Background: an optimization exercise with open tools, aiming at small area. Do not read the settings as production practice.
Function was checked by simulation only, so behaviour that the tests miss may differ from the original.
Power and IR drop assume default switching activity.

==> design.v <==
package playback_pkg;
    localparam int DATA_W       = 8;
    localparam int CLKS_PER_BIT = 16;             
    localparam int CLK_CNT_W    = $clog2(CLKS_PER_BIT);
    localparam int FRAME_BITS   = DATA_W + 2;     
    localparam int MSG_DEPTH = 64;
    localparam int MSG_AW    = 6;
    localparam int CAP_DEPTH = 256;
    localparam int CAP_AW    = 8;
    localparam int CNT_W     = CAP_AW + 1;        
    localparam int RING_LW   = 1;                 
    localparam logic [DATA_W-1:0] STOP_CHAR = 8'h04;
    typedef enum logic [2:0] {
        IDLE,
        MSG_READ,     
        MSG_SEND,     
        CAP_READ,     
        CAP_SEND,     
        MSG_DONE,
        CAP_DONE      
    } ctrl_state_t;
endpackage
`timescale 1ns/1ps
module uart_rx (
    input  logic                              CLK100MHZ,
    input  logic                              rst,
    input  logic                              rxd,
    output logic [playback_pkg::DATA_W-1:0]   rx_byte,
    output logic                              rx_strobe,
    output logic                              rx_busy
);
    logic rx_meta;
    logic rx_sync;
    logic rx_prev;                                           
    logic [playback_pkg::CLK_CNT_W-1:0]        clk_cnt;
    logic [$clog2(playback_pkg::DATA_W+3)-1:0] bit_idx;    
    logic [playback_pkg::DATA_W-1:0]           shift;
    logic                                      bit_end;
    assign bit_end = (clk_cnt == playback_pkg::CLK_CNT_W'(playback_pkg::CLKS_PER_BIT - 1));
    always_ff @(posedge CLK100MHZ) begin
        if (rst) begin
            rx_meta <= 1'b1;   
            rx_sync <= 1'b1;
            rx_prev <= 1'b1;
        end else begin
            rx_meta <= rxd;
            rx_sync <= rx_meta;
            rx_prev <= rx_sync;
        end
    end
    always_ff @(posedge CLK100MHZ) begin
        if (rst) begin
            rx_busy   <= 1'b0;
            rx_strobe <= 1'b0;
            clk_cnt   <= '0;
            bit_idx   <= '0;
        end else begin
            rx_strobe <= 1'b0;
            if (!rx_busy) begin
                if (rx_prev && !rx_sync) begin
                    rx_busy <= 1'b1;
                    bit_idx <= '0;
                    clk_cnt <= playback_pkg::CLK_CNT_W'(playback_pkg::CLKS_PER_BIT / 2);
                end
            end else if (bit_end) begin
                clk_cnt <= '0;
                bit_idx <= bit_idx + 1'b1;
                if (bit_idx == 0 && rx_sync) begin
                    rx_busy <= 1'b0;   
                end else if (bit_idx == playback_pkg::DATA_W + 1) begin
                    rx_strobe <= rx_sync;   
                    clk_cnt   <= playback_pkg::CLK_CNT_W'(playback_pkg::CLKS_PER_BIT / 2);
                end else if (bit_idx == playback_pkg::DATA_W + 2) begin
                    rx_busy <= 1'b0;   
                end
            end else begin
                clk_cnt <= clk_cnt + 1'b1;
            end
        end
    end
    always_ff @(posedge CLK100MHZ) begin
        if (rx_busy && bit_end && bit_idx != 0 && bit_idx <= playback_pkg::DATA_W) begin
            shift <= {rx_sync, shift[playback_pkg::DATA_W-1:1]};
        end
        if (rx_busy && bit_end && bit_idx == playback_pkg::DATA_W + 1) begin
            rx_byte <= shift;
        end
    end
endmodule
`timescale 1ns/1ps
module uart_tx (
    input  logic                              CLK100MHZ,
    input  logic                              rst,
    input  logic                              tx_send,
    input  logic [playback_pkg::DATA_W-1:0]   tx_data,
    output logic                              txd,
    output logic                              tx_busy
);
    logic [playback_pkg::FRAME_BITS-1:0]         frame;
    logic [playback_pkg::CLK_CNT_W-1:0]          clk_cnt;
    logic                                        bit_end;
    assign bit_end = (clk_cnt == playback_pkg::CLK_CNT_W'(playback_pkg::CLKS_PER_BIT - 1));
    always_ff @(posedge CLK100MHZ) begin
        if (rst) begin
            tx_busy <= 1'b0;
        end else if (!tx_busy) begin
            tx_busy <= tx_send;
        end else if (bit_end && frame[playback_pkg::FRAME_BITS-1:1] == '0) begin
            tx_busy <= 1'b0;   
        end
    end
    always_ff @(posedge CLK100MHZ) begin
        if (rst || !tx_busy) begin
            clk_cnt <= '0;
        end else begin
            clk_cnt <= clk_cnt + 1'b1;
        end
    end
    always_ff @(posedge CLK100MHZ) begin
        if (tx_send && !tx_busy) begin
            frame <= {1'b1, tx_data, 1'b0};
        end else if (tx_busy && bit_end) begin
            frame <= {1'b0, frame[playback_pkg::FRAME_BITS-1:1]};
        end
    end
    assign txd = frame[0] || !tx_busy;   
endmodule
`timescale 1ns/1ps
module message_rom (
    input  logic                              CLK100MHZ,
    input  logic [playback_pkg::MSG_AW-1:0]   msg_addr,
    output logic [playback_pkg::DATA_W-1:0]   msg_byte
);
    logic [playback_pkg::DATA_W-1:0] mem [playback_pkg::MSG_DEPTH];
    initial begin
        $readmemh("message.hex", mem);
    end
    assign msg_byte = mem[msg_addr];
endmodule
`timescale 1ns/1ps
module capture_buffer (
    input  logic                              CLK100MHZ,
    input  logic                              rst,
    input  logic                              rxd,
    input  logic [playback_pkg::CAP_AW-1:0]   cap_key,     
    input  logic                              cap_clear,
    output logic [playback_pkg::DATA_W-1:0]   cap_byte,
    output logic [playback_pkg::CNT_W-1:0]    cap_count,
    output logic                              rx_busy
);
    localparam int W    = playback_pkg::DATA_W;
    localparam int LW   = playback_pkg::RING_LW;             
    localparam int LN   = 1 << LW;                           
    localparam int GW   = playback_pkg::CAP_AW - LW;         
    localparam int S    = 1 << GW;                           
    localparam int SW   = W * LN;                            
    logic [W-1:0]                    rx_byte;
    logic                            rx_strobe;
    logic [playback_pkg::CAP_AW-1:0] wr_ptr;
    logic                            full;
    logic                            wr_en;
    logic [SW*S-1:0]                 ring;        
    logic [SW-1:0]                   ring_in;     
    logic [GW-1:0]                   phase;       
    logic                            pend;        
    logic                            pend_go;
    logic [W-1:0]                    rd_byte;
    uart_rx u_rx (
        .CLK100MHZ (CLK100MHZ),
        .rst       (rst),
        .rxd       (rxd),
        .rx_byte   (rx_byte),
        .rx_strobe (rx_strobe),
        .rx_busy   (rx_busy)
    );
    assign wr_ptr  = cap_count[playback_pkg::CAP_AW-1:0];
    assign full    = cap_count[playback_pkg::CAP_AW];
    assign wr_en   = rx_strobe && !full && !cap_clear;   
    always_ff @(posedge CLK100MHZ) begin
        if (rst || cap_clear) begin
            cap_count <= '0;
        end else if (wr_en) begin
            cap_count <= cap_count + 1'b1;
        end
    end
    always_ff @(posedge CLK100MHZ) begin
        if (rst) begin
            phase <= '0;
        end else begin
            phase <= phase + 1'b1;
        end
    end
    assign pend_go = pend && (phase == wr_ptr[GW-1:0]);
    always_comb begin
        ring_in = ring[SW*(S-1) +: SW];
        for (int l = 0; l < LN; l++) begin
            if (pend_go && wr_ptr[playback_pkg::CAP_AW-1:GW] == LW'(l)) begin
                ring_in[W*l +: W] = rx_byte;
            end
        end
    end
    always_ff @(posedge CLK100MHZ) begin
        ring <= {ring[SW*(S-1)-1:0], ring_in};
    end
    always_ff @(posedge CLK100MHZ) begin
        if (rst || cap_clear) begin
            pend <= 1'b0;
        end else if (wr_en) begin
            pend <= 1'b1;
        end else if (pend_go) begin
            pend <= 1'b0;
        end
    end
    always_ff @(posedge CLK100MHZ) begin
        if (phase == cap_key[GW-1:0]) begin
            rd_byte <= ring_in[W*cap_key[playback_pkg::CAP_AW-1:GW] +: W];
        end
    end
    assign cap_byte = (pend && cap_key == wr_ptr) ? rx_byte : rd_byte;
endmodule
`timescale 1ns/1ps
module playback_ctrl (
    input  logic                              CLK100MHZ,
    input  logic                              rst,
    input  logic                              play_msg,
    input  logic                              play_capture,
    input  logic [playback_pkg::DATA_W-1:0]   msg_byte,
    input  logic [playback_pkg::DATA_W-1:0]   cap_byte,
    input  logic [playback_pkg::CNT_W-1:0]    cap_count,
    output logic [playback_pkg::MSG_AW-1:0]   msg_addr,
    output logic [playback_pkg::CAP_AW-1:0]   cap_key,     
    output logic                              cap_clear,
    output logic                              txd,
    output logic                              tx_busy
);
    playback_pkg::ctrl_state_t state;
    playback_pkg::ctrl_state_t state_nxt;
    logic [playback_pkg::CNT_W-1:0]  ptr;
    logic [playback_pkg::CNT_W-1:0]  ptr_inc;
    logic                            cap_mode;
    logic                            tx_send;
    logic [playback_pkg::DATA_W-1:0] tx_data;
    logic                            msg_end;
    assign ptr_inc  = ptr + 1'b1;
    assign cap_mode = (state == playback_pkg::CAP_READ) || (state == playback_pkg::CAP_SEND);
    assign msg_addr = ptr[playback_pkg::MSG_AW-1:0];
    assign cap_key  = cap_mode ? ptr_inc[playback_pkg::CAP_AW-1:0] : playback_pkg::CAP_AW'(1);
    assign msg_end  = ptr[playback_pkg::MSG_AW];   
    assign tx_data  = (state == playback_pkg::CAP_READ) ? cap_byte : msg_byte;
    assign cap_clear = (state == playback_pkg::CAP_DONE);
    uart_tx u_tx (
        .CLK100MHZ (CLK100MHZ),
        .rst       (rst),
        .tx_send   (tx_send),
        .tx_data   (tx_data),
        .txd       (txd),
        .tx_busy   (tx_busy)
    );
    always_comb begin
        state_nxt = state;
        tx_send   = 1'b0;
        case (state)
            playback_pkg::IDLE: begin
                if (play_msg) begin
                    state_nxt = playback_pkg::MSG_READ;   
                end else if (play_capture) begin
                    state_nxt = playback_pkg::CAP_READ;
                end
            end
            playback_pkg::MSG_READ: begin
                if (msg_byte == playback_pkg::STOP_CHAR) begin
                    state_nxt = playback_pkg::MSG_DONE;
                end else if (!tx_busy) begin
                    tx_send   = 1'b1;
                    state_nxt = playback_pkg::MSG_SEND;
                end
            end
            playback_pkg::MSG_SEND: begin
                if (!tx_busy) begin
                    state_nxt = msg_end ? playback_pkg::MSG_DONE : playback_pkg::MSG_READ;
                end
            end
            playback_pkg::CAP_READ: begin
                if (ptr == cap_count) begin
                    state_nxt = playback_pkg::CAP_DONE;   
                end else if (!tx_busy) begin
                    tx_send   = 1'b1;
                    state_nxt = playback_pkg::CAP_SEND;
                end
            end
            playback_pkg::CAP_SEND: begin
                if (!tx_busy) begin
                    state_nxt = playback_pkg::CAP_READ;
                end
            end
            default: state_nxt = playback_pkg::IDLE;   
        endcase
    end
    always_ff @(posedge CLK100MHZ) begin
        if (rst) begin
            state <= playback_pkg::IDLE;
            ptr   <= '0;
        end else begin
            state <= state_nxt;
            if (state == playback_pkg::MSG_DONE || state == playback_pkg::CAP_DONE) begin
                ptr <= '0;
            end else if (tx_send) begin
                ptr <= ptr_inc;   
            end
        end
    end
endmodule
`timescale 1ns/1ps
module text_playback_top (
    input  logic                              CLK100MHZ,
    input  logic                              rst,
    input  logic                              rxd,
    input  logic                              play_msg,
    input  logic                              play_capture,
    output logic                              txd,
    output logic                              tx_busy,
    output logic                              rx_busy,
    output logic [playback_pkg::CNT_W-1:0]    bytes_loaded
);
    logic [playback_pkg::MSG_AW-1:0] msg_addr;
    logic [playback_pkg::DATA_W-1:0] msg_byte;
    logic [playback_pkg::CAP_AW-1:0] cap_key;
    logic [playback_pkg::DATA_W-1:0] cap_byte;
    logic                            cap_clear;
    message_rom u_msg_rom (
        .CLK100MHZ (CLK100MHZ),
        .msg_addr  (msg_addr),
        .msg_byte  (msg_byte)
    );
    capture_buffer u_cap_buf (
        .CLK100MHZ (CLK100MHZ),
        .rst       (rst),
        .rxd       (rxd),
        .cap_key   (cap_key),
        .cap_clear (cap_clear),
        .cap_byte  (cap_byte),
        .cap_count (bytes_loaded),   
        .rx_busy   (rx_busy)
    );
    playback_ctrl u_ctrl (
        .CLK100MHZ    (CLK100MHZ),
        .rst          (rst),
        .play_msg     (play_msg),
        .play_capture (play_capture),
        .msg_byte     (msg_byte),
        .cap_byte     (cap_byte),
        .cap_count    (bytes_loaded),
        .msg_addr     (msg_addr),
        .cap_key      (cap_key),
        .cap_clear    (cap_clear),
        .txd          (txd),
        .tx_busy      (tx_busy)
    );
endmodule
==> message.hex <==
// one character per line in hex, 04 ends the message; all 64 entries listed
48
69
20
74
68
65
72
65
04
04
04
04
04
04
04
04
04
04
04
04
04
04
04
04
04
04
04
04
04
04
04
04
04
04
04
04
04
04
04
04
04
04
04
04
04
04
04
04
04
04
04
04
04
04
04
04
04
04
04
04
04
04
04
04
==> flow/run.sh <==
#!/bin/bash
# Standard layout with two changes:
# - synthesis maps the logic with an area-only ABC script (no buffering or
#   sizing there; the placer's repair handles drive strengths), otherwise
#   the standard flow's synthesis script unchanged;
# - a leaner clock tree: no dummy loads for balancing, mid-size clock
#   buffers, and single-drive buffers on the ports.
set -euo pipefail
W=$(pwd)
cat > my_synth.tcl <<EOF
proc abc {args} {
  set i [lsearch -exact \$args -script]
  if { \$i >= 0 && [string match *abc_*.script [lindex \$args [expr {\$i + 1}]]] && ![string match *retime* [lindex \$args [expr {\$i + 1}]]] } {
    set args [lreplace \$args \$i [expr {\$i + 1}] -script $W/flow/abc_area_only.script]
    set j [lsearch -exact \$args -D]
    if { \$j >= 0 } { set args [lreplace \$args \$j [expr {\$j + 1}]] }
  }
  yosys abc {*}\$args
}
EOF
cat synth_recipe.tcl >> my_synth.tcl
# The standard flow's make command, run for synthesis with the script above
MK=$(grep '^make ' standard.sh | sed -e "s#SYNTH_SCRIPT=[^ ]*#SYNTH_SCRIPT=$W/my_synth.tcl#" -e 's#"${@:-finish}"#synth#')
eval "$MK" > synth.log 2>&1
export CTS_ARGS="-sink_clustering_enable -repair_clock_nets -dont_use_dummy_load -buf_list sky130_fd_sc_hd__clkbuf_8 -sink_clustering_size 20 -sink_clustering_max_diameter 40"
export BUFFER_PORTS_ARGS="-buffer_cell sky130_fd_sc_hd__buf_1"
bash standard.sh > standard.log 2>&1
==> flow/abc_area_only.script <==
strash; dch -f; map -a; topo
==> standard.sh <==
#!/bin/bash
# synth_recipe.tcl (not shown) runs the flow's synth.tcl, then flattens the netlist and writes it again
# the make line also repeats each setting of config.mk as NAME=value (left out here)
make -C /OpenROAD-flow-scripts/flow DESIGN_CONFIG=/design/flow/config.mk WORK_HOME=/design/flow/orfs CLKGATE_MAP_FILE= SYNTH_SCRIPT=/design/flow/synth_recipe.tcl "${@:-finish}"
==> config.mk <==
export PLATFORM = sky130hd
export DESIGN_NAME = text_playback_top
export DESIGN_NICKNAME = text_playback_top
export VERILOG_FILES = /design/flow/design.v
export SDC_FILE = /design/flow/constraint.sdc
export NUM_CORES = 4
export LEC_CHECK = 0
export ABC_AREA = 1
export CAP_MARGIN = 20
export CORE_MARGIN = 2
export CORE_UTILIZATION = 70
export SLEW_MARGIN = 20
==> constraint.sdc <==
create_clock -name core_clock -period 10.0 [get_ports {CLK100MHZ}]
set_input_delay 2.0000 -clock core_clock [delete_from_list [all_inputs] [get_ports {CLK100MHZ}]]
set_output_delay 2.0000 -clock core_clock [all_outputs]
set_load 0.01 [all_outputs]
==> results by group, run 1 <==
Outcome
  – Run status: complete, no violations

Die
  – Die outline area: 66700 um^2
  – Io pins: 17
  – Floorplan die height: 258 um
  – Core Box Area: 64200 um^2
  – Standard-cell row count: 93
  – Initial Utilization: 0.705
  – Horizontal extent of the die: 258 um

Global routing
  – Number of antenna violations at the first check in global routing: 1
  – Largest net degree at the start of global routing: 21
  – Wire length of the first global-routing pass: 94400 um
  – Remaining global-route overflow: 0
  – Total track usage: 0.186
  – Number of global-route vias before repair: 17330

STA
  – Setup-violating endpoint count in the final report: 0
  – Final Hold Vio Count: 0
  – Final critical path time including I/O delays and setup: 4.25 ns
  – Accumulated negative setup slack: 0 ns
  – Transition time at the pin with the least slew margin: 1.12 ns
  – Max-slew headroom: 0.253
  – Number of pins exceeding their max-slew limit in the final report: 0
  – Maximum clock skew at final layout: 0.109 ns
  – Final cycle utilization of the critical path: 0.425
  – Highest clock frequency the design can meet: 235 MHz
  – RSZ-0062 raised after global routing: false

Finish
  – Seq. cell area: 43100 um^2
  – Growth of design area from synthesis to finish: 6.87%
  – Share of the core filled with cells in the final layout: 0.753
  – Multi-input combinational cell area: 1900 um^2
  – Layout cells sized above 1: 0.0584
  – Commonest cells after routing, fill and taps aside: 2104 x sky130_fd_sc_hd__dfxtp_1, 143 x sky130_fd_sc_hd__clkbuf_8, 85 x sky130_fd_sc_hd__nor2_1
  – Final-stage net count: 2737
  – Most common cell after layout, fill and taps aside: sky130_fd_sc_hd__dfxtp_1
  – Fillers: 3333

Placed design
  – HPWL after DPL: 36200 um
  – Port buffer count: 16
  – Global placement routability congestion: 0.801

CTS
  – Clock buffer depth: 3
  – Number of buffers added by the clock tree synthesis step: 143
  – TritonCTS clock tree: built
  – Clock Pin Slew Worst Setup and Hold Paths: 0.11 ns
  – H-Tree Level Count: 4
  – Clock sinks: 2136
  – Worst-Skew Late Latency: 0.80 ns
  – Post-CTS Hold Fix Bufs: 0
  – # Post-CTS Setup Buffers: 0
  – Cells resized by post-CTS repair: 0
  – Root buffer cell: sky130_fd_sc_hd__clkbuf_8

Routing
  – DRT iter0 DRCs: 866
  – Post-DR wirelength/cell: 16.6 um
  – Final Routed Wirelength: 59300 um
  – First-pass iteration count of the detailed router: 5
  – Residual DRC: 0
  – Number of nets still failing antenna checks after routing: 0
  – Total number of vias: 16394
  – Avg Vias per Cell: 4.58

Worst setup path
  – Critical path peak fanout: 13
  – Data arrival time at the worst-slack endpoint: 4.70 ns
  – CP Launch Type: flip-flop
  – Classification of the worst setup path: reg -> reg
  – CP Data Required Time: 10.45 ns
  – Worst setup EP type: flip-flop

Synthesis
  – Yosys warning total: 5
  – Seq cells post-synth: 2136
  – Netlist cell types: 30
  – Post-synthesis instance total: 2562
  – Proportion of synthesized chip area in sequential cells: 0.952
  – Mapped cell area: 45300 um^2
  – Syn nets: 2576
  – Synthesized area per cell: 17.7 um^2

Power and ir drop
  – Pwr Density: 258 nW/um^2
  – Combinational Power Share: 0.025
  – Net Sw Frac: 0.202
  – Net Switching: 2.53 mW
  – Maximum VDD drop: 0.184 mV
  – Internal power contribution: 9.97 mW
  – Share of power burned in registers: 0.692
  – Lkg Pwr: 19.0 nW
  – Clock power frac: 0.283

Worst hold path
  – Path class of the lowest-slack min-delay path: reg -> reg

Flow run
  – Count of maximum capacitance violations: 0
[layer usage]
layer / global-route usage / wire (um) / up-vias
met2: 0.287 / 26600 / 318
met4: 0.0679 / 1600 / 0
met5: 0 / 0 / -
met1: 0.261 / 28500 / 7653
li1: - / - / 8283
met3: 0.0430 / 2520 / 140
[power groups by stage]
| stage | logic [mW] | registers [mW] | clock network, mW |
|---|---|---|---|
| global route | 0.350 | 8.66 | 3.93 |
| floorplan | 0.218 | 8.82 | 0 |
| CTS | 0.310 | 8.65 | 3.64 |
| finish | 0.310 | 8.65 | 3.54 |
| global placement | 0.304 | 8.84 | 0 |
| detailed placement | 0.308 | 8.84 | 0 |
[registers in the layout, indices dropped and copies added, names as in the netlist, 4 cells and up]
name                    cells
u_cap_buf.ring           2048
u_ctrl.u_tx.frame          10
u_cap_buf.cap_count         9
u_ctrl.ptr                  9
u_cap_buf.rd_byte           8
u_cap_buf.u_rx.rx_byte      8
u_cap_buf.u_rx.shift        8
u_cap_buf.phase             7
u_ctrl.msg_byte             7
u_cap_buf.u_rx.bit_idx      4
u_cap_buf.u_rx.clk_cnt      4
u_ctrl.u_tx.clk_cnt         4
[per-stage QoR]
stage	setup WS (ns)	area (um^2)	power, mW	hold WS, ns	std cells
after global placement	5.39	46400	9.15	0.309	3433
after detailed placement	5.28	46400	9.15	0.312	3433
after CTS	5.74	48400	12.6	0.227	3576
final	5.75	48400	12.5	0.229	3577
after global routing	5.18	48400	12.9	0.216	3577
after floorplan	6.35	45300	9.04	0.310	2562
[cells by family after synthesis]
family / synth area share
AOI/OAI and AO/OA: 0.0168
xor gates and xnor gates: 0.00271
DFF: 0.952
muxes: 0.00199
and+or+nand+nor: 0.0178
adders and majority gates: 0.00249
buffers and inverters: 0.00647
[cell usage after synthesis, drive strengths merged]
library cell / count / area share
a2111oi: 3 / 0.00058
a211oi: 15 / 0.0025
a21oi: 50 / 0.0055
a221oi: 2 / 0.00039
a22oi: 7 / 0.0012
a31oi: 5 / 0.00069
and2: 1 / 0.00017
buf: 1 / 0.00017
clkinv: 76 / 0.0063
dfxtp: 2104 / 0.93
edfxtp: 32 / 0.021
ha: 9 / 0.0025
mux2: 8 / 0.0020
nand2: 50 / 0.0041
nand3: 12 / 0.0013
nand4: 4 / 0.00055
nor2: 86 / 0.0071
nor3: 23 / 0.0025
nor3b: 1 / 0.00017
nor4: 9 / 0.0012
o2111ai: 2 / 0.00039
o211ai: 3 / 0.00050
o21a: 2 / 0.00033
o21ai: 31 / 0.0034
o221ai: 1 / 0.00019
o22ai: 5 / 0.00069
o2bb2ai: 1 / 0.00019
o32ai: 1 / 0.00019
or2: 4 / 0.00055
xor2: 14 / 0.0027
[path summary, 6_finish.rpt]
check / slack (ns) / cells past startpoint / to / startpoint
setup / recovery: 5.75 / 13 / u_ctrl.u_tx.frame[4] / u_ctrl.state[0]
hold / removal: 0.23 / 0 / u_cap_buf.ring[916] / u_cap_buf.ring[900]
setup reg to reg: 5.75 / 13 / u_ctrl.u_tx.frame[4] / u_ctrl.state[0]
hold reg to reg: 0.23 / 0 / u_cap_buf.ring[916] / u_cap_buf.ring[900]
[worst max-delay path, cell delays in order, from the launching register on]
cell                        delay (ns)
sky130_fd_sc_hd__dfxtp_1          0.41
sky130_fd_sc_hd__clkinv_1         0.14
sky130_fd_sc_hd__nor3_1           0.61
sky130_fd_sc_hd__nor2_1           0.32
sky130_fd_sc_hd__nor2_1           0.27
sky130_fd_sc_hd__o22ai_1          0.10
sky130_fd_sc_hd__a2111oi_0        0.58
sky130_fd_sc_hd__nand4_1          0.16
sky130_fd_sc_hd__nor2_1           0.68
sky130_fd_sc_hd__clkinv_1         0.29
sky130_fd_sc_hd__nand2_1          0.11
sky130_fd_sc_hd__o21ai_0          0.09
sky130_fd_sc_hd__a21oi_1          0.13
sky130_fd_sc_hd__o21ai_0          0.09
[layout make-up]
class                      instances  share of cell area
sequential                      2136               0.891
clock buffer                     143              0.0407
multi-input combinational        349              0.0393
tap                              855              0.0221
inverter                          76             0.00590
timing repair buffer              17             0.00140
antenna                            1           0.0000517
==> run 2: changes to the inputs <==
--- a/design.v
+++ b/design.v
@@ -137,3 +137,8 @@
     end
-    assign msg_byte = mem[msg_addr];
+    always_comb begin
+        msg_byte = '0;
+        for (int i = 0; i < playback_pkg::MSG_DEPTH; i++) begin
+            msg_byte = msg_byte | (mem[i] & {playback_pkg::DATA_W{msg_addr == playback_pkg::MSG_AW'(i)}});
+        end
+    end
 endmodule
--- a/flow/run.sh
+++ b/flow/run.sh
@@ -24,3 +24,3 @@
 eval "$MK" > synth.log 2>&1
-export CTS_ARGS="-sink_clustering_enable -repair_clock_nets -dont_use_dummy_load -buf_list sky130_fd_sc_hd__clkbuf_8 -sink_clustering_size 20 -sink_clustering_max_diameter 40"
+export CTS_ARGS="-sink_clustering_enable -repair_clock_nets -dont_use_dummy_load -buf_list sky130_fd_sc_hd__clkbuf_16 -sink_clustering_size 28 -sink_clustering_max_diameter 45"
 export BUFFER_PORTS_ARGS="-buffer_cell sky130_fd_sc_hd__buf_1"
==> run 2 against run 1 <==
Net effect:
- final area grew 2.7%
- register-to-register slack gained 0.21 ns
- clock skew shrank 0.0079 ns
- die area shrank 0.22%
- via count grew 6.7%
- area after synthesis shrank 0.23%
- fmax grew 5.1%
- worst hold slack gained 0.038 ns
==> results by group, run 2 <==
Outcome
  – Run status: complete, no violations (unchanged)

Finish
  – Fillers: 2980 (was 3333)
  – Largest register by flop count: u_cap_buf.ring (unchanged)
  – Share of the core filled with cells in the final layout: 0.775 (was 0.753)
  – Final-stage net count: 2725 (was 2737)
  – Most common cell after layout, fill and taps aside: sky130_fd_sc_hd__dfxtp_1 (unchanged)
  – Growth of design area from synthesis to finish: 10.0% (was 6.87%)
  – Layout cells sized above 1: 0.0558 (was 0.0584)
  – Number of flip-flops under the largest register name: 2048 (unchanged)
  – Top flop regs: u_cap_buf.ring x2048, u_ctrl.u_tx.frame x10 (unchanged)
  – Commonest cells after routing, fill and taps aside: 2097 x sky130_fd_sc_hd__dfxtp_1, 135 x sky130_fd_sc_hd__clkbuf_16, 74 x sky130_fd_sc_hd__clkinv_1, 74 x sky130_fd_sc_hd__nor2_1, 57 x sky130_fd_sc_hd__nand2_1 (was 2104 x sky130_fd_sc_hd__dfxtp_1, 143 x sky130_fd_sc_hd__clkbuf_8, 85 x sky130_fd_sc_hd__nor2_1)

Placed design
  – Port buffer count: 16 (unchanged)
  – Global placement routability congestion: 0.829 (was 0.801)
  – HPWL after DPL: 37500 um (was 36200 um)

CTS
  – # Post-CTS Setup Buffers: 0 (unchanged)
  – Number of buffers added by the clock tree synthesis step: 135 (was 143)
  – TritonCTS clock tree: built (unchanged)
  – Clock Pin Slew Worst Setup and Hold Paths: 0.08 ns (was 0.11 ns)
  – H-Tree Level Count: 4 (unchanged)
  – Clock sinks: 2129 (was 2136)
  – Post-CTS Hold Fix Bufs: 0 (unchanged)
  – Clock buffer depth: 3 (unchanged)
  – Root buffer cell: sky130_fd_sc_hd__clkbuf_16 (was sky130_fd_sc_hd__clkbuf_8)
  – Worst-Skew Late Latency: 0.71 ns (was 0.80 ns)
  – Cells resized by post-CTS repair: 0 (unchanged)

Power and ir drop
  – Pwr Density: 280 nW/um^2 (was 258 nW/um^2)
  – Net Switching: 2.87 mW (was 2.53 mW)
  – Clock power frac: 0.359 (was 0.283)
  – Maximum VDD drop: 0.213 mV (was 0.184 mV)
  – Net Sw Frac: 0.206 (was 0.202)
  – Combinational Power Share: 0.023 (was 0.025)
  – Lkg Pwr: 19.7 nW (was 19.0 nW)
  – Internal power contribution: 11.0 mW (was 9.97 mW)
  – Share of power burned in registers: 0.618 (was 0.692)

STA
  – Transition time at the pin with the least slew margin: 1.00 ns (was 1.12 ns)
  – Highest clock frequency the design can meet: 247 MHz (was 235 MHz)
  – Setup-violating endpoint count in the final report: 0 (unchanged)
  – Accumulated negative setup slack: 0 ns (unchanged)
  – Number of pins exceeding their max-slew limit in the final report: 0 (unchanged)
  – Final cycle utilization of the critical path: 0.405 (was 0.425)
  – Maximum clock skew at final layout: 0.101 ns (was 0.109 ns)
  – Final critical path time including I/O delays and setup: 4.05 ns (was 4.25 ns)
  – RSZ-0062 raised after global routing: false (unchanged)
  – Final Hold Vio Count: 0 (unchanged)
  – Max-slew headroom: 0.331 (was 0.253)

Routing
  – Routed met3 length: 4560 um (was 2520 um)
  – Wire length on met2: 40000 um (was 26600 um)
  – DRT iter0 DRCs: 1533 (was 866)
  – Post-DR wirelength/cell: 22.2 um (was 16.6 um)
  – Total number of vias: 17498 (was 16394)
  – Avg Vias per Cell: 4.91 (was 4.58)
  – Routed metal-1 wire length: 31800 um (was 28500 um)
  – Residual DRC: 0 (unchanged)
  – First-pass iteration count of the detailed router: 5 (unchanged)
  – Max Used Layer: met4 (unchanged)
  – Final Routed Wirelength: 79100 um (was 59300 um)
  – Number of nets still failing antenna checks after routing: 0 (unchanged)

Die
  – Standard-cell row count: 93 (unchanged)
  – Initial Utilization: 0.704 (was 0.705)
  – Io pins: 17 (unchanged)
  – Die outline area: 66600 um^2 (was 66700 um^2)
  – Horizontal extent of the die: 258 um (about the same)
  – Floorplan die height: 258 um (about the same)
  – Core Box Area: 64100 um^2 (was 64200 um^2)

Synthesis
  – Most frequently used cell type in the post-synthesis netlist: sky130_fd_sc_hd__dfxtp_1 (unchanged)
  – Area share of the largest cell type after synthesis: 0.930 (was 0.931)
  – Proportion of synthesized chip area in sequential cells: 0.951 (was 0.952)
  – Share of synthesized registers carrying an async set or reset: 0 (unchanged)
  – Yosys warning total: 5 (unchanged)
  – Main area contributors after synthesis: sky130_fd_sc_hd__dfxtp_1 93%, sky130_fd_sc_hd__edfxtp_1 2.1%, sky130_fd_sc_hd__a21oi_1 0.62% (was sky130_fd_sc_hd__dfxtp_1 93%, sky130_fd_sc_hd__edfxtp_1 2.1%, sky130_fd_sc_hd__nor2_1 0.71%)
  – Dominant register cell in the synthesized netlist: sky130_fd_sc_hd__dfxtp_1 (unchanged)
  – Seq cells post-synth: 2129 (was 2136)
  – Netlist cell types: 29 (was 30)
  – Number of flops mapped to enable cells by yosys: 32 (unchanged)
  – Synthesized area per cell: 17.7 um^2 (about the same)
  – Cell type contributing the most total cell area after synthesis: sky130_fd_sc_hd__dfxtp_1 (unchanged)
  – Commonest cells in the netlist: 2097 x sky130_fd_sc_hd__dfxtp_1, 74 x sky130_fd_sc_hd__clkinv_1, 74 x sky130_fd_sc_hd__nor2_1, 57 x sky130_fd_sc_hd__nand2_1, 56 x sky130_fd_sc_hd__a21oi_1 (was 2104 x sky130_fd_sc_hd__dfxtp_1, 86 x sky130_fd_sc_hd__nor2_1, 76 x sky130_fd_sc_hd__clkinv_1, 50 x sky130_fd_sc_hd__a21oi_1, 50 x sky130_fd_sc_hd__nand2_1)
  – Mapped cell area: 45200 um^2 (was 45300 um^2)
  – Post-synthesis instance total: 2554 (was 2562)
  – Syn nets: 2571 (was 2576)

Flow run
  – Count of maximum capacitance violations: 0 (unchanged)

Worst setup path
  – Flop-to-flop setup slack: 5.95 ns (was 5.75 ns)
  – Worst setup EP type: flip-flop (unchanged)
  – Classification of the worst setup path: reg -> reg (unchanged)
  – Data arrival time at the worst-slack endpoint: 4.47 ns (was 4.70 ns)
  – CP Data Required Time: 10.42 ns (was 10.45 ns)
  – Critical path peak fanout: 12 (was 13)
  – CP Launch Type: flip-flop (unchanged)

Global routing
  – Remaining global-route overflow: 0 (unchanged)
  – Largest net degree at the start of global routing: 28 (was 21)
  – Total track usage: 0.246 (was 0.186)
  – Number of global-route vias before repair: 19275 (was 17330)
  – Number of antenna violations at the first check in global routing: 3 (was 1)
  – Wire length of the first global-routing pass: 120000 um (was 94400 um)

Worst hold path
  – Path class of the lowest-slack min-delay path: reg -> reg (unchanged)
==> run 2: worst paths after layout <==
kind | startpoint | end | cells after the start
setup / recovery | u_ctrl.ptr[0] | u_ctrl.u_tx.frame[1] | 15
setup reg to reg | u_ctrl.ptr[0] | u_ctrl.u_tx.frame[1] | 15
hold reg to reg | u_cap_buf.ring[1906] | u_cap_buf.ring[1922] | 0
hold / removal | u_cap_buf.ring[1906] | u_cap_buf.ring[1922] | 0
==> run 2: stage by stage <==
step	worst slack, ns	total power, mW	hold WS, ns	instances	instance area, um^2
3_3_place_gp	5.65	9.11	0.310	3426	46300
4_1_cts	5.90	14.0	0.271	3561	49700
6_report	5.95	13.9	0.267	3562	49700
2_1_floorplan	6.88	8.99	0.310	2554	45200
3_5_place_dp	5.63	9.11	0.312	3426	46300
5_1_grt	5.51	14.3	0.281	3561	49700
==> run 2: layout make-up <==
type	instances	area [um^2]	share of cell area
sequential	2129	42900	0.864
clock buffer	135	3380	0.0680
multi-input combinational	350	1940	0.0391
tap	855	1070	0.0215
inverter	74	278	0.00559
timing repair buffer	18	75.1	0.00151
antenna	1	2.50	0.0000504
==> run 2: logic make-up (layout without fill, tap and decap cells) <==
| group | count (synthesis) | after routing | synth area share |
|---|---|---|---|
| buf+inv | 75 | 227 | 0.00632 |
| fa+ha+maj | 12 | 12 | 0.00332 |
| simple gates | 187 | 187 | 0.0176 |
| mux | 10 | 10 | 0.00249 |
| xor+xnor | 24 | 24 | 0.00465 |
| other cells | 0 | 1 | 0 |
| flops | 2129 | 2129 | 0.951 |
| compound gates | 117 | 117 | 0.0148 |
==> run 2: routing by layer <==
metal,track usage,vias up
li1,-,8225
met1,0.309,8514
met2,0.421,558
met3,0.0539,201
met4,0.0947,0
met5,0,-
==> run 2: critical path, stage by stage (launching register included) <==
cell and delay (ns):
sky130_fd_sc_hd__dfxtp_1 0.39, sky130_fd_sc_hd__clkinv_1 0.31, sky130_fd_sc_hd__nor3_1 0.28, sky130_fd_sc_hd__clkinv_1 0.11
sky130_fd_sc_hd__nor2_1 0.10, sky130_fd_sc_hd__clkinv_1 0.12, sky130_fd_sc_hd__nor3_1 0.24, sky130_fd_sc_hd__nand2_1 0.11
sky130_fd_sc_hd__xor2_1 0.22, sky130_fd_sc_hd__nand2_1 0.36, sky130_fd_sc_hd__xor2_1 0.25, sky130_fd_sc_hd__nor4_1 0.25
sky130_fd_sc_hd__nand3_1 0.43, sky130_fd_sc_hd__a21oi_1 0.27, sky130_fd_sc_hd__o21ai_0 0.14, sky130_fd_sc_hd__a32o_1 0.26
==> run 2: power groups by stage <==
stage          clock network (mW)  logic, mW  registers [mW]
4_1_cts                      5.08      0.322            8.60
3_3_place_gp                    0      0.320            8.79
6_report                     4.98      0.320            8.60
3_5_place_dp                    0      0.316            8.79
2_1_floorplan                   0      0.216            8.78
5_1_grt                      5.36      0.356            8.60
==> run 3: changes to the inputs <==
--- a/flow/run.sh
+++ b/flow/run.sh
@@ -24,3 +24,3 @@
 eval "$MK" > synth.log 2>&1
-export CTS_ARGS="-sink_clustering_enable -repair_clock_nets -dont_use_dummy_load -buf_list sky130_fd_sc_hd__clkbuf_16 -sink_clustering_size 28 -sink_clustering_max_diameter 45"
+export CTS_ARGS="-sink_clustering_enable -repair_clock_nets -dont_use_dummy_load -buf_list sky130_fd_sc_hd__clkbuf_4 -sink_clustering_size 11 -sink_clustering_max_diameter 30"
 export BUFFER_PORTS_ARGS="-buffer_cell sky130_fd_sc_hd__buf_1"
==> run 3 against run 2 <==
Net effect:
- wire length decreased by 23%
- combinational power decreased by 2%
- non-clock buffer count unchanged
- final area decreased by 3.4%
- synthesized cell count unchanged
- sequential share of layout area increased by 3.0 points
- area after synthesis unchanged
- clock power decreased by 34%
==> results by group, run 3 <==
Outcome
  – Run status: complete, no violations (unchanged)

Die
  – Die outline area: 66600 um^2 (unchanged)
  – Horizontal extent of the die: 258 um (unchanged)
  – Io pins: 17 (unchanged)
  – Standard-cell row count: 93 (unchanged)
  – Core Box Area: 64100 um^2 (unchanged)
  – Floorplan die height: 258 um (unchanged)
  – Initial Utilization: 0.704 (unchanged)

Finish
  – Layout cells sized above 1: 0.0862 (was 0.0558)
  – Commonest cells after routing, fill and taps aside: 2097 x sky130_fd_sc_hd__dfxtp_1, 225 x sky130_fd_sc_hd__clkbuf_4, 74 x sky130_fd_sc_hd__clkinv_1, 74 x sky130_fd_sc_hd__nor2_1, 57 x sky130_fd_sc_hd__nand2_1 (was 2097 x sky130_fd_sc_hd__dfxtp_1, 135 x sky130_fd_sc_hd__clkbuf_16, 74 x sky130_fd_sc_hd__clkinv_1, 74 x sky130_fd_sc_hd__nor2_1, 57 x sky130_fd_sc_hd__nand2_1)
  – Growth of design area from synthesis to finish: 6.31% (was 10.0%)
  – Final-stage net count: 2815 (was 2725)
  – Largest register by flop count: u_cap_buf.ring (unchanged)
  – Number of flip-flops under the largest register name: 2048 (unchanged)
  – Top flop regs: u_cap_buf.ring x2048, u_ctrl.u_tx.frame x10 (unchanged)
  – Share of the core filled with cells in the final layout: 0.749 (was 0.775)
  – Most common cell after layout, fill and taps aside: sky130_fd_sc_hd__dfxtp_1 (unchanged)

Flow run
  – Count of maximum capacitance violations: 0 (unchanged)

Synthesis
  – Yosys warning total: 5 (unchanged)
  – Mapped cell area: 45200 um^2 (unchanged)
  – Share of synthesized registers carrying an async set or reset: 0 (unchanged)
  – Dominant register cell in the synthesized netlist: sky130_fd_sc_hd__dfxtp_1 (unchanged)
  – Seq cells post-synth: 2129 (unchanged)
  – Syn nets: 2571 (unchanged)
  – Post-synthesis instance total: 2554 (unchanged)
  – Netlist cell types: 29 (unchanged)
  – Proportion of synthesized chip area in sequential cells: 0.951 (unchanged)
  – Number of flops mapped to enable cells by yosys: 32 (unchanged)
  – Most frequently used cell type in the post-synthesis netlist: sky130_fd_sc_hd__dfxtp_1 (unchanged)
  – Main area contributors after synthesis: sky130_fd_sc_hd__dfxtp_1 93%, sky130_fd_sc_hd__edfxtp_1 2.1%, sky130_fd_sc_hd__a21oi_1 0.62% (unchanged)
  – Synthesized area per cell: 17.7 um^2 (unchanged)
  – Commonest cells in the netlist: 2097 x sky130_fd_sc_hd__dfxtp_1, 74 x sky130_fd_sc_hd__clkinv_1, 74 x sky130_fd_sc_hd__nor2_1, 57 x sky130_fd_sc_hd__nand2_1, 56 x sky130_fd_sc_hd__a21oi_1 (unchanged)
  – Area share of the largest cell type after synthesis: 0.930 (unchanged)
  – Cell type contributing the most total cell area after synthesis: sky130_fd_sc_hd__dfxtp_1 (unchanged)

CTS
  – H-Tree Level Count: 4 (unchanged)
  – TritonCTS clock tree: built (unchanged)
  – Cells resized by post-CTS repair: 0 (unchanged)
  – Worst-Skew Late Latency: 0.99 ns (was 0.71 ns)
  – Clock buffer depth: 3 (unchanged)
  – Root buffer cell: sky130_fd_sc_hd__clkbuf_4 (was sky130_fd_sc_hd__clkbuf_16)
  – Clock Pin Slew Worst Setup and Hold Paths: 0.10 ns (was 0.08 ns)
  – Clock sinks: 2129 (unchanged)
  – Post-CTS Hold Fix Bufs: 0 (unchanged)
  – Number of buffers added by the clock tree synthesis step: 225 (was 135)
  – # Post-CTS Setup Buffers: 0 (unchanged)

Worst setup path
  – CP Data Required Time: 10.69 ns (was 10.42 ns)
  – Cell chain of the critical path: clkinv_1 > nor3_1 > clkinv_1 > nor2_1 > clkinv_1 > nor3_1 > nand2_1 > xor2_1 > nand2_1 > xor2_1 > nor4_1 > nand3_1 > a21oi_1 > o21ai_0 > a32o_1 (unchanged)
  – Most frequent cell on the critical path: sky130_fd_sc_hd__clkinv_1 (unchanged)
  – CP Launch Type: flip-flop (unchanged)
  – Slowest stage cell on the critical path: sky130_fd_sc_hd__nand3_1 (unchanged)
  – Worst setup EP type: flip-flop (unchanged)
  – Slowest stage delay, CP: 0.41 ns (was 0.43 ns)
  – Critical path peak fanout: 12 (unchanged)
  – Classification of the worst setup path: reg -> reg (unchanged)
  – Data arrival time at the worst-slack endpoint: 4.66 ns (was 4.47 ns)

Global routing
  – Wire length of the first global-routing pass: 95500 um (was 120000 um)
  – Number of global-route vias before repair: 17918 (was 19275)
  – Number of antenna violations at the first check in global routing: 7 (was 3)
  – Largest net degree at the start of global routing: 21 (was 28)
  – Remaining global-route overflow: 0 (unchanged)
  – Total track usage: 0.189 (was 0.246)

Routing
  – Number of nets still failing antenna checks after routing: 0 (unchanged)
  – Avg Vias per Cell: 4.62 (was 4.91)
  – Residual DRC: 0 (unchanged)
  – DRT iter0 DRCs: 869 (was 1533)
  – Post-DR wirelength/cell: 16.6 um (was 22.2 um)
  – First-pass iteration count of the detailed router: 7 (was 5)
  – Final Routed Wirelength: 60900 um (was 79100 um)
  – Total number of vias: 16914 (was 17498)

Placed design
  – Port buffer count: 16 (unchanged)
  – Global placement routability congestion: 0.829 (unchanged)
  – HPWL after DPL: 37500 um (unchanged)

STA
  – Setup-violating endpoint count in the final report: 0 (unchanged)
  – Max-slew headroom: 0.357 (was 0.331)
  – Number of pins exceeding their max-slew limit in the final report: 0 (unchanged)
  – Transition time at the pin with the least slew margin: 0.961 ns (was 1.00 ns)
  – Final Hold Vio Count: 0 (unchanged)
  – RSZ-0062 raised after global routing: false (unchanged)
  – Maximum clock skew at final layout: 0.114 ns (was 0.101 ns)
  – Highest clock frequency the design can meet: 252 MHz (was 247 MHz)
  – Final critical path time including I/O delays and setup: 3.97 ns (was 4.05 ns)
  – Accumulated negative setup slack: 0 ns (unchanged)
  – Final cycle utilization of the critical path: 0.397 (was 0.405)

Worst hold path
  – Path class of the lowest-slack min-delay path: reg -> reg (unchanged)

Power and ir drop
  – Maximum VDD drop: 0.160 mV (was 0.213 mV)
  – Pwr Density: 254 nW/um^2 (was 280 nW/um^2)
  – Lkg Pwr: 19.0 nW (was 19.7 nW)
==> run 3: cell count changes in the layout (fill, tap and decap cells not counted), sizes merged <==
cell	previous run	this run
diode	1	7
clkbuf	135	225
==> run 3: logic make-up (layout without fill, tap and decap cells) <==
logic type | count (synthesis) | count (layout) | synth area share
AND/OR/NAND/NOR | 187 | 187 | 0.0176
buffers and inverters | 75 | 317 | 0.00632
AO/OA/AOI/OAI | 117 | 117 | 0.0148
flip-flops | 2129 | 2129 | 0.951
adder cells (fa/ha/maj) | 12 | 12 | 0.00332
multiplexers | 10 | 10 | 0.00249
other | 0 | 7 | 0
XOR/XNOR | 24 | 24 | 0.00465
==> run 3: worst paths after layout <==
kind / slack [ns] / end / cells past startpoint / startpoint
setup reg to reg: 6.03 / u_ctrl.u_tx.frame[1] / 15 / u_ctrl.ptr[0]
hold reg to reg: 0.25 / u_cap_buf.ring[689] / 0 / u_cap_buf.ring[673]
hold / removal: 0.25 / u_cap_buf.ring[689] / 0 / u_cap_buf.ring[673]
setup / recovery: 6.03 / u_ctrl.u_tx.frame[1] / 15 / u_ctrl.ptr[0]
==> run 3: critical path: cells and delay by family (launching register included) <==
kind,cells,cell delay [ns]
AOI/OAI and AO/OA,3,0.62
xor gates and xnor gates,2,0.47
buffers and inverters,3,0.53
DFF,1,0.39
and+or+nand+nor,7,1.70
==> run 3: report_power, final <==
group / leakage (nW) / switching (mW) / total (mW) / internal, mW
logic: 0.830 / 0.220 / 0.313 / 0.0930
registers: 17.2 / 0.0491 / 8.60 / 8.55
clock network: 1.04 / 2.26 / 3.29 / 1.03
==> run 3: final cells by class <==
type                    count  area, um^2
multi-input cells         350        1940
fillers                  3393       16100
flip-flops and latches   2129       42900
repair buffers             18        75.1
clock buffers             225        1690
well taps                 855        1070
inverters                  74         278
diodes                      7        17.5
==> run 3: metal layers <==
layer	track usage	share of wire	vias up
met5	0	0.00018	-
met4	0.0766	0.018	2
met3	0.0542	0.056	107
met2	0.291	0.47	394
met1	0.257	0.46	7932
li1	-	-	8479
==> run 3: per-stage QoR <==
stage	worst slack, ns	cell area (um^2)	cells	hold WS [ns]	power (mW)
finish	6.03	48000	3658	0.248	12.2
global route	5.57	48000	3658	0.216	12.7
CTS	5.98	48000	3651	0.218	12.3
detailed placement	5.63	46300	3426	0.312	9.11
global placement	5.65	46300	3426	0.310	9.11
floorplan	6.88	45200	2554	0.310	8.99
==> run 4: changes to the inputs <==
--- a/flow/run.sh
+++ b/flow/run.sh
@@ -24,3 +24,3 @@
 eval "$MK" > synth.log 2>&1
-export CTS_ARGS="-sink_clustering_enable -repair_clock_nets -dont_use_dummy_load -buf_list sky130_fd_sc_hd__clkbuf_4 -sink_clustering_size 11 -sink_clustering_max_diameter 30"
+export CTS_ARGS="-sink_clustering_enable -repair_clock_nets -dont_use_dummy_load -buf_list sky130_fd_sc_hd__clkbuf_8 -sink_clustering_size 20 -sink_clustering_max_diameter 30"
 export BUFFER_PORTS_ARGS="-buffer_cell sky130_fd_sc_hd__buf_1"
--- a/config.mk
+++ b/config.mk
@@ -10,3 +10,4 @@
 export CORE_MARGIN = 2
-export CORE_UTILIZATION = 70
+export CORE_UTILIZATION = 85
+export PLACE_DENSITY = 0.85
 export SLEW_MARGIN = 20
==> run 4 against run 3 <==
Net effect:
- the run now fails in detailed placement
- synthesized cell count unchanged
- area after synthesis unchanged
==> results by group, run 4 <==
Die
  – Floorplan die height: 235 um (was 258 um)
  – Io pins: 17 (unchanged)
  – Standard-cell row count: 84 (was 93)
  – Initial Utilization: 0.859 (was 0.704)
  – Horizontal extent of the die: 235 um (was 258 um)

Synthesis
  – Share of synthesized registers carrying an async set or reset: 0 (unchanged)
  – Proportion of synthesized chip area in sequential cells: 0.951 (unchanged)
  – Area share of the largest cell type after synthesis: 0.930 (unchanged)
  – Netlist cell types: 29 (unchanged)
  – Dominant register cell in the synthesized netlist: sky130_fd_sc_hd__dfxtp_1 (unchanged)
  – Number of flops mapped to enable cells by yosys: 32 (unchanged)
  – Seq cells post-synth: 2129 (unchanged)
  – Post-synthesis instance total: 2554 (unchanged)
  – Mapped cell area: 45200 um^2 (unchanged)
  – Yosys warning total: 5 (unchanged)
  – Synthesized area per cell: 17.7 um^2 (unchanged)
  – Syn nets: 2571 (unchanged)
  – Cell type contributing the most total cell area after synthesis: sky130_fd_sc_hd__dfxtp_1 (unchanged)
  – Most frequently used cell type in the post-synthesis netlist: sky130_fd_sc_hd__dfxtp_1 (unchanged)
  – Main area contributors after synthesis: sky130_fd_sc_hd__dfxtp_1 93%, sky130_fd_sc_hd__edfxtp_1 2.1%, sky130_fd_sc_hd__a21oi_1 0.62% (unchanged)
  – Commonest cells in the netlist: 2097 x sky130_fd_sc_hd__dfxtp_1, 74 x sky130_fd_sc_hd__clkinv_1, 74 x sky130_fd_sc_hd__nor2_1, 57 x sky130_fd_sc_hd__nand2_1, 56 x sky130_fd_sc_hd__a21oi_1 (unchanged)

Placed design
  – Global placement routability congestion: 0.860 (was 0.829)
  – Port buffer count: 16 (unchanged)

Outcome
  – Step where the flow halted: detailed placement
  – Error message: Error: detail_place.tcl, 38 bad optional access
  – Run status: aborted with a tool error (was complete, no violations)
run 4: cell counts after synthesis:
No cell type changed its count.
run 4: kinds of logic after synthesis:
group,synth area share
compound gates,0.0148
mux,0.00249
fa+ha+maj,0.00332
simple gates,0.0176
xor+xnor,0.00465
flops,0.951
buf+inv,0.00632
run 4: worst max path at each step:
stage,startpoint,end,slack [ns],cells after the start
global placement,rst,u_ctrl.ptr[3],5.68,7
floorplan,rst,u_ctrl.ptr[3],6.88,5
run 4: per-stage QoR:
step,power (mW),setup WS [ns]
floorplan,8.99,6.88
global placement,9.11,5.68
run 4: power groups by stage:
| stage | clock (mW) | sequential, mW | combinational (mW) |
|---|---|---|---|
| floorplan | 0 | 8.78 | 0.216 |
| global placement | 0 | 8.80 | 0.312 |
==> run 5: changes to the inputs <==
--- a/flow/run.sh
+++ b/flow/run.sh
@@ -24,3 +24,3 @@
 eval "$MK" > synth.log 2>&1
-export CTS_ARGS="-sink_clustering_enable -repair_clock_nets -dont_use_dummy_load -buf_list sky130_fd_sc_hd__clkbuf_8 -sink_clustering_size 20 -sink_clustering_max_diameter 30"
+export CTS_ARGS="-sink_clustering_enable -repair_clock_nets -dont_use_dummy_load -buf_list sky130_fd_sc_hd__clkbuf_4 -root_buf sky130_fd_sc_hd__clkbuf_16 -sink_clustering_size 10 -sink_clustering_max_diameter 40"
 export BUFFER_PORTS_ARGS="-buffer_cell sky130_fd_sc_hd__buf_1"
--- a/config.mk
+++ b/config.mk
@@ -10,4 +10,3 @@
 export CORE_MARGIN = 2
-export CORE_UTILIZATION = 85
-export PLACE_DENSITY = 0.85
+export CORE_UTILIZATION = 70
 export SLEW_MARGIN = 20
==> run 5 against run 4 <==
Net effect:
- the run now finishes clean
- area after synthesis is the same
- synthesized cell count stayed put
==> results by group, run 5 <==
Placed design
  – HPWL after DPL: 37500 um
  – Placement Cell Area: 46300 um^2
  – Global placement routability congestion: 0.829 (was 0.860)
  – Port buffer count: 16 (unchanged)

Finish
  – Commonest cells after routing, fill and taps aside: 2097 x sky130_fd_sc_hd__dfxtp_1, 234 x sky130_fd_sc_hd__clkbuf_4, 74 x sky130_fd_sc_hd__clkinv_1, 74 x sky130_fd_sc_hd__nor2_1, 57 x sky130_fd_sc_hd__nand2_1
  – Growth of design area from synthesis to finish: 6.49%
  – Fillers: 3370
  – Number of flip-flops under the largest register name: 2048
  – Top flop regs: u_cap_buf.ring x2048, u_ctrl.u_tx.frame x10
  – Multi-input combinational cell area: 1940 um^2
  – Seq. cell area: 42900 um^2
  – Layout cells sized above 1: 0.0895
  – Most common cell after layout, fill and taps aside: sky130_fd_sc_hd__dfxtp_1
  – Largest register by flop count: u_cap_buf.ring
  – Final-stage net count: 2825
  – Cell area after layout: 48100 um^2

Worst setup path
  – Classification of the worst setup path: reg -> reg
  – Crit Reg-Reg Startpoint: u_ctrl.ptr[0]
  – Worst R2R End: u_ctrl.u_tx.frame[7]
  – Data arrival time at the worst-slack endpoint: 4.46 ns
  – Flop-to-flop setup slack: 6.04 ns
  – Critical path peak fanout: 12
  – CP Launch Type: flip-flop
  – CP Data Required Time: 10.50 ns
  – Worst-case reg-to-reg path depth: 17
  – Worst setup EP type: flip-flop

CTS
  – Cells resized by post-CTS repair: 0
  – TritonCTS clock tree: built
  – Post-CTS Hold Fix Bufs: 0
  – Number of buffers added by the clock tree synthesis step: 235
  – H-Tree Level Count: 4
  – Clock Pin Slew Worst Setup and Hold Paths: 0.10 ns
  – # Post-CTS Setup Buffers: 0
  – Clock buffer depth: 3
  – Worst-Skew Late Latency: 0.82 ns
  – Root buffer cell: sky130_fd_sc_hd__clkbuf_16
  – Clock sinks: 2129

Synthesis
  – Commonest cells in the netlist: 2097 x sky130_fd_sc_hd__dfxtp_1, 74 x sky130_fd_sc_hd__clkinv_1, 74 x sky130_fd_sc_hd__nor2_1, 57 x sky130_fd_sc_hd__nand2_1, 56 x sky130_fd_sc_hd__a21oi_1 (unchanged)
  – Syn nets: 2571 (unchanged)
  – Synthesized area per cell: 17.7 um^2 (unchanged)
  – Post-synthesis instance total: 2554 (unchanged)
  – Area share of the largest cell type after synthesis: 0.930 (unchanged)
  – Most frequently used cell type in the post-synthesis netlist: sky130_fd_sc_hd__dfxtp_1 (unchanged)
  – Dominant register cell in the synthesized netlist: sky130_fd_sc_hd__dfxtp_1 (unchanged)
  – Number of flops mapped to enable cells by yosys: 32 (unchanged)
  – Yosys warning total: 5 (unchanged)
  – Mapped cell area: 45200 um^2 (unchanged)
  – Cell type contributing the most total cell area after synthesis: sky130_fd_sc_hd__dfxtp_1 (unchanged)
  – Seq cells post-synth: 2129 (unchanged)
  – Main area contributors after synthesis: sky130_fd_sc_hd__dfxtp_1 93%, sky130_fd_sc_hd__edfxtp_1 2.1%, sky130_fd_sc_hd__a21oi_1 0.62% (unchanged)
  – Share of synthesized registers carrying an async set or reset: 0 (unchanged)
  – Proportion of synthesized chip area in sequential cells: 0.951 (unchanged)
  – Netlist cell types: 29 (unchanged)

STA
  – Maximum clock skew at final layout: 0.136 ns
  – Max-slew headroom: 0.371
  – Final cycle utilization of the critical path: 0.396
  – Highest clock frequency the design can meet: 253 MHz
  – RSZ-0062 raised after global routing: false
  – Final critical path time including I/O delays and setup: 3.96 ns
  – Number of pins exceeding their max-slew limit in the final report: 0
  – Transition time at the pin with the least slew margin: 0.940 ns
  – Accumulated negative setup slack: 0 ns
  – Final Hold Vio Count: 0
  – Setup-violating endpoint count in the final report: 0

Global routing
  – Total track usage: 0.191
  – Number of antenna violations at the first check in global routing: 5
  – Number of global-route vias before repair: 18176
  – Wire length of the first global-routing pass: 96500 um
  – Largest net degree at the start of global routing: 21
  – Remaining global-route overflow: 0

Power and ir drop
  – Combinational Power Share: 0.026
  – Internal power contribution: 9.73 mW
  – Maximum VDD drop: 0.154 mV
  – Lkg Pwr: 19.1 nW
  – Pwr Density: 255 nW/um^2
  – Net Switching: 2.55 mW
  – Share of power burned in registers: 0.700
  – Clock power frac: 0.274
  – Net Sw Frac: 0.207

Worst hold path
  – Path class of the lowest-slack min-delay path: reg -> reg
  – Worst-case hold path end point: u_cap_buf.ring[1028]
  – Startpoint of the worst hold path: u_cap_buf.ring[1012]
  – Cells on Worst Hold Path: 0

Die
  – Die outline area: 66600 um^2
  – Standard-cell row count: 93 (was 84)
  – Floorplan die height: 258 um (was 235 um)
  – Io pins: 17 (unchanged)
  – Initial Utilization: 0.704 (was 0.859)
  – Horizontal extent of the die: 258 um (was 235 um)
  – Core Box Area: 64100 um^2

Routing
  – Avg Vias per Cell: 4.62
  – Residual DRC: 0
  – Number of nets still failing antenna checks after routing: 0
  – Post-DR wirelength/cell: 16.6 um
  – DRT iter0 DRCs: 770
  – First-pass iteration count of the detailed router: 7
  – Total number of vias: 16927
  – Final Routed Wirelength: 60700 um

Flow run
  – Count of maximum capacitance violations: 0

Outcome
  – Run status: complete, no violations (was aborted with a tool error)
run 5: cell counts after synthesis:
Identical to the previous run, type by type.
run 5: worst max path at each step:
stage | slack [ns] | start | endpoint | cells past startpoint
2_1_floorplan | 6.88 | rst | u_ctrl.ptr[3] | 5
3_3_place_gp | 5.65 | rst | u_ctrl.ptr[3] | 7
3_5_place_dp | 5.63 | rst | u_ctrl.ptr[3] | 7
4_1_cts | 5.96 | u_ctrl.ptr[0] | u_ctrl.u_tx.frame[7] | 17
5_1_grt | 5.51 | u_ctrl.ptr[0] | u_ctrl.u_tx.frame[7] | 17
6_report | 6.04 | u_ctrl.ptr[0] | u_ctrl.u_tx.frame[7] | 17
run 5: final cells by class:
cell class / instances / share of cell area
antenna: 3 / 0.000156
sequential: 2129 / 0.893
multi-input combinational: 350 / 0.0404
tap: 855 / 0.0222
clock buffer: 235 / 0.0370
timing repair buffer: 18 / 0.00156
inverter: 74 / 0.00578
run 5: kinds of logic after synthesis:
kind of cell	share of synthesized area
AO/OA/AOI/OAI	0.0148
XOR/XNOR	0.00465
adder cells (fa/ha/maj)	0.00332
buffers and inverters	0.00632
flip-flops	0.951
multiplexers	0.00249
AND/OR/NAND/NOR	0.0176
run 5: per-stage QoR:
step	setup WS, ns	hold slack (ns)	util	instances	power (mW)
finish	6.04	0.225	0.750	3664	12.3
global route	5.51	0.192	0.750	3663	12.8
CTS	5.96	0.200	0.750	3661	12.4
detailed placement	5.63	0.312	0.722	3426	9.11
global placement	5.65	0.310	0.722	3426	9.11
floorplan	6.88	0.310	-	2554	8.99
run 5: layer usage:
| layer | vias up | part of all wire | global-route usage |
|---|---|---|---|
| met5 | - | 0 | 0 |
| met4 | 0 | 0.023 | 0.0848 |
| met3 | 125 | 0.055 | 0.0508 |
| met2 | 392 | 0.46 | 0.295 |
| met1 | 7907 | 0.46 | 0.259 |
| li1 | 8503 | - | - |
run 5: power by group through the flow:
stage          Combinational (mW)  Sequential (mW)  Clock (mW)
2_1_floorplan               0.216             8.78           0
3_3_place_gp                0.320             8.79           0
3_5_place_dp                0.316             8.79           0
4_1_cts                     0.318             8.60        3.49
5_1_grt                     0.352             8.61        3.81
6_report                    0.314             8.60        3.37
run 5: worst max-delay path, cell delays in order (launching register included):
cell and delay, ns:
sky130_fd_sc_hd__dfxtp_1 0.41, sky130_fd_sc_hd__clkinv_1 0.30, sky130_fd_sc_hd__nor3_1 0.28, sky130_fd_sc_hd__clkinv_1 0.11, sky130_fd_sc_hd__nor2_1 0.10, sky130_fd_sc_hd__clkinv_1 0.12
sky130_fd_sc_hd__nor3_1 0.23, sky130_fd_sc_hd__nand2_1 0.11, sky130_fd_sc_hd__xor2_1 0.21, sky130_fd_sc_hd__nand2_1 0.33, sky130_fd_sc_hd__xor2_1 0.24, sky130_fd_sc_hd__nor4_1 0.24
sky130_fd_sc_hd__nand3_1 0.42, sky130_fd_sc_hd__clkinv_1 0.21, sky130_fd_sc_hd__o21ai_0 0.09, sky130_fd_sc_hd__a21oi_1 0.16, sky130_fd_sc_hd__a21oi_1 0.05, sky130_fd_sc_hd__o21ai_0 0.14
==> run 6: changes to the inputs <==
--- a/flow/run.sh
+++ b/flow/run.sh
@@ -24,3 +24,3 @@
 eval "$MK" > synth.log 2>&1
-export CTS_ARGS="-sink_clustering_enable -repair_clock_nets -dont_use_dummy_load -buf_list sky130_fd_sc_hd__clkbuf_4 -root_buf sky130_fd_sc_hd__clkbuf_16 -sink_clustering_size 10 -sink_clustering_max_diameter 40"
+export CTS_ARGS="-sink_clustering_enable -repair_clock_nets -dont_use_dummy_load -buf_list sky130_fd_sc_hd__clkbuf_8 -sink_clustering_size 16 -sink_clustering_max_diameter 35"
 export BUFFER_PORTS_ARGS="-buffer_cell sky130_fd_sc_hd__buf_1"
==> run 6 against run 5 <==
Net effect:
- still clean on timing, DRC and antenna
- sequential cell count unchanged
- fmax decreased by 0.87%
- utilization increased by 0.93 points
- critical path type unchanged
- largest cell class unchanged
- largest power group unchanged
==> results by group, run 6 <==
CTS
  – Post-CTS Hold Fix Bufs: 0 (unchanged)
  – Root buffer cell: sky130_fd_sc_hd__clkbuf_8 (was sky130_fd_sc_hd__clkbuf_16)
  – Clock buffer depth: 3 (unchanged)
  – Cells resized by post-CTS repair: 0 (unchanged)
  – TritonCTS clock tree: built (unchanged)
  – H-Tree Level Count: 4 (unchanged)
  – Clock Pin Slew Worst Setup and Hold Paths: 0.09 ns (was 0.10 ns)
  – Worst-Skew Late Latency: 0.80 ns (was 0.82 ns)

Synthesis
  – Commonest cells in the netlist: 2097 x sky130_fd_sc_hd__dfxtp_1, 74 x sky130_fd_sc_hd__clkinv_1, 74 x sky130_fd_sc_hd__nor2_1, 57 x sky130_fd_sc_hd__nand2_1, 56 x sky130_fd_sc_hd__a21oi_1 (unchanged)
  – Proportion of synthesized chip area in sequential cells: 0.951 (unchanged)
  – Area share of the largest cell type after synthesis: 0.930 (unchanged)
  – Main area contributors after synthesis: sky130_fd_sc_hd__dfxtp_1 93%, sky130_fd_sc_hd__edfxtp_1 2.1%, sky130_fd_sc_hd__a21oi_1 0.62% (unchanged)
  – Seq cells post-synth: 2129 (unchanged)
  – Post-synthesis instance total: 2554 (unchanged)
  – Share of synthesized registers carrying an async set or reset: 0 (unchanged)
  – Dominant register cell in the synthesized netlist: sky130_fd_sc_hd__dfxtp_1 (unchanged)
  – Syn nets: 2571 (unchanged)
  – Synthesized area per cell: 17.7 um^2 (unchanged)
  – Cell type contributing the most total cell area after synthesis: sky130_fd_sc_hd__dfxtp_1 (unchanged)
  – Number of flops mapped to enable cells by yosys: 32 (unchanged)

Finish
  – Layout cells sized above 1: 0.0689 (was 0.0895)
  – Number of flip-flops under the largest register name: 2048 (unchanged)
  – Commonest cells after routing, fill and taps aside: 2097 x sky130_fd_sc_hd__dfxtp_1, 173 x sky130_fd_sc_hd__clkbuf_8, 74 x sky130_fd_sc_hd__clkinv_1, 74 x sky130_fd_sc_hd__nor2_1, 57 x sky130_fd_sc_hd__nand2_1 (was 2097 x sky130_fd_sc_hd__dfxtp_1, 234 x sky130_fd_sc_hd__clkbuf_4, 74 x sky130_fd_sc_hd__clkinv_1, 74 x sky130_fd_sc_hd__nor2_1, 57 x sky130_fd_sc_hd__nand2_1)
  – Largest register by flop count: u_cap_buf.ring (unchanged)
  – Final-stage net count: 2763 (was 2825)
  – Most common cell after layout, fill and taps aside: sky130_fd_sc_hd__dfxtp_1 (unchanged)
  – Top flop regs: u_cap_buf.ring x2048, u_ctrl.u_tx.frame x10 (unchanged)
  – Share of the core filled with cells in the final layout: 0.759 (was 0.750)
  – Growth of design area from synthesis to finish: 7.81% (was 6.49%)

Worst setup path
  – Classification of the worst setup path: reg -> reg (unchanged)
  – Data arrival time at the worst-slack endpoint: 4.55 ns (was 4.46 ns)
  – Worst setup EP type: flip-flop (unchanged)
  – CP Launch Type: flip-flop (unchanged)

Routing
  – Post-DR wirelength/cell: 18.2 um (was 16.6 um)
  – Total number of vias: 16791 (was 16927)
  – Avg Vias per Cell: 4.66 (was 4.62)
  – First-pass iteration count of the detailed router: 5 (was 7)
  – Final Routed Wirelength: 65500 um (was 60700 um)

STA
  – Number of pins exceeding their max-slew limit in the final report: 0 (unchanged)
  – Highest clock frequency the design can meet: 251 MHz (was 253 MHz)
  – RSZ-0062 raised after global routing: false (unchanged)
  – Maximum clock skew at final layout: 0.0892 ns (was 0.136 ns)
  – Transition time at the pin with the least slew margin: 0.915 ns (was 0.940 ns)
  – Final Hold Vio Count: 0 (unchanged)
  – Accumulated negative setup slack: 0 ns (unchanged)
  – Final cycle utilization of the critical path: 0.399 (was 0.396)
  – Final critical path time including I/O delays and setup: 3.99 ns (was 3.96 ns)

Outcome
  – Run status: complete, no violations (unchanged)

Flow run
  – Count of maximum capacitance violations: 0 (unchanged)

Power and ir drop
  – Net Switching: 2.65 mW (was 2.55 mW)
  – Clock power frac: 0.306 (was 0.274)
  – Overall power: 12.8 mW (was 12.3 mW)
  – Maximum VDD drop: 0.206 mV (was 0.154 mV)
  – Pwr Density: 264 nW/um^2 (was 255 nW/um^2)
  – Lkg Pwr: 19.3 nW (was 19.1 nW)

Global routing
  – Met2 Usage GRT: 0.334 (was 0.295)
  – Number of global-route vias before repair: 18157 (was 18176)
  – Grt met3 use: 0.0467 (was 0.0508)
  – Wire length of the first global-routing pass: 103000 um (was 96500 um)
  – Remaining global-route overflow: 0 (unchanged)
  – Most congested layer reported by global routing: met2 (unchanged)
  – Routing usage on met1: 0.273 (was 0.259)

Placed design
  – Global placement routability congestion: 0.829 (unchanged)
  – Port buffer count: 16 (unchanged)
  – HPWL after DPL: 37500 um (unchanged)

Die
  – Io pins: 17 (unchanged)
  – Standard-cell row count: 93 (unchanged)
  – Horizontal extent of the die: 258 um (unchanged)
  – Core Box Area: 64100 um^2 (unchanged)
  – Initial Utilization: 0.704 (unchanged)

Worst hold path
  – Path class of the lowest-slack min-delay path: reg -> reg (unchanged)
run 6: cell counts after synthesis:
No cell type changed its count.
run 6: final cells by class:
class,count,area [um^2]
diodes,2,5.00
clock buffers,173,2380
fillers,3033,15400
inverters,74,278
multi-input cells,350,1940
flip-flops and latches,2129,42900
well taps,855,1070
repair buffers,18,75.1
run 6: routing by layer:
layer  up-vias  routed length, um  part of all wire
met5         -                 27           0.00041
li1       8286                  -                 -
met3       142               2960             0.045
met2       364              31600              0.48
met1      7995              29300              0.45
met4         4               1670             0.025
run 6: through the flow:
| stage | hold WS (ns) | setup slack (ns) | instances | cell area [um^2] |
|---|---|---|---|---|
| 5_1_grt | 0.296 | 5.55 | 3600 | 48700 |
| 2_1_floorplan | 0.310 | 6.88 | 2554 | 45200 |
| 6_report | 0.284 | 6.01 | 3601 | 48700 |
| 3_3_place_gp | 0.310 | 5.65 | 3426 | 46300 |
| 4_1_cts | 0.286 | 5.99 | 3599 | 48700 |
| 3_5_place_dp | 0.312 | 5.63 | 3426 | 46300 |
run 6: worst max-delay path: stages, from the launching register on:
cell	delay, ns
sky130_fd_sc_hd__dfxtp_1	0.39
sky130_fd_sc_hd__clkinv_1	0.31
sky130_fd_sc_hd__nor3_1	0.28
sky130_fd_sc_hd__clkinv_1	0.11
sky130_fd_sc_hd__nor2_1	0.10
sky130_fd_sc_hd__clkinv_1	0.12
sky130_fd_sc_hd__nor3_1	0.24
sky130_fd_sc_hd__nand2_1	0.11
sky130_fd_sc_hd__xor2_1	0.22
sky130_fd_sc_hd__nand2_1	0.32
sky130_fd_sc_hd__xor2_1	0.24
sky130_fd_sc_hd__nor4_1	0.25
sky130_fd_sc_hd__nand3_1	0.44
sky130_fd_sc_hd__clkinv_1	0.22
sky130_fd_sc_hd__o21ai_0	0.09
sky130_fd_sc_hd__a21oi_1	0.16
sky130_fd_sc_hd__a21oi_1	0.05
sky130_fd_sc_hd__o21ai_0	0.13
run 6: kinds of logic after synthesis:
logic type | Yosys count | share of synthesized area
adder cells (fa/ha/maj) | 12 | 0.00332
XOR/XNOR | 24 | 0.00465
AO/OA/AOI/OAI | 117 | 0.0148
multiplexers | 10 | 0.00249
buffers and inverters | 75 | 0.00632
flip-flops | 2129 | 0.951
AND/OR/NAND/NOR | 187 | 0.0176
run 6: power by group through the flow:
stage	Sequential (mW)	Combinational, mW	Clock [mW]
CTS	8.60	0.319	4.03
detailed placement	8.79	0.316	0
floorplan	8.78	0.216	0
global placement	8.79	0.320	0
finish	8.60	0.313	3.92
global route	8.60	0.353	4.32
run 6: final timing paths:
path,cells after the start,startpoint,to,slack (ns)
min reg2reg,0,u_cap_buf.ring[976],u_cap_buf.ring[992],0.28
max,17,u_ctrl.ptr[0],u_ctrl.u_tx.frame[7],6.01
min,0,u_cap_buf.ring[976],u_cap_buf.ring[992],0.28
max reg2reg,17,u_ctrl.ptr[0],u_ctrl.u_tx.frame[7],6.01

Setup slack of run 6, layout unchanged: 6.008 ns with ideal ports, 6.008 ns with driving cells assumed (clock clkbuf_16, inputs buf_2), 5.646 ns with port delays also shifted by the 0.831 ns mid clock arrival.
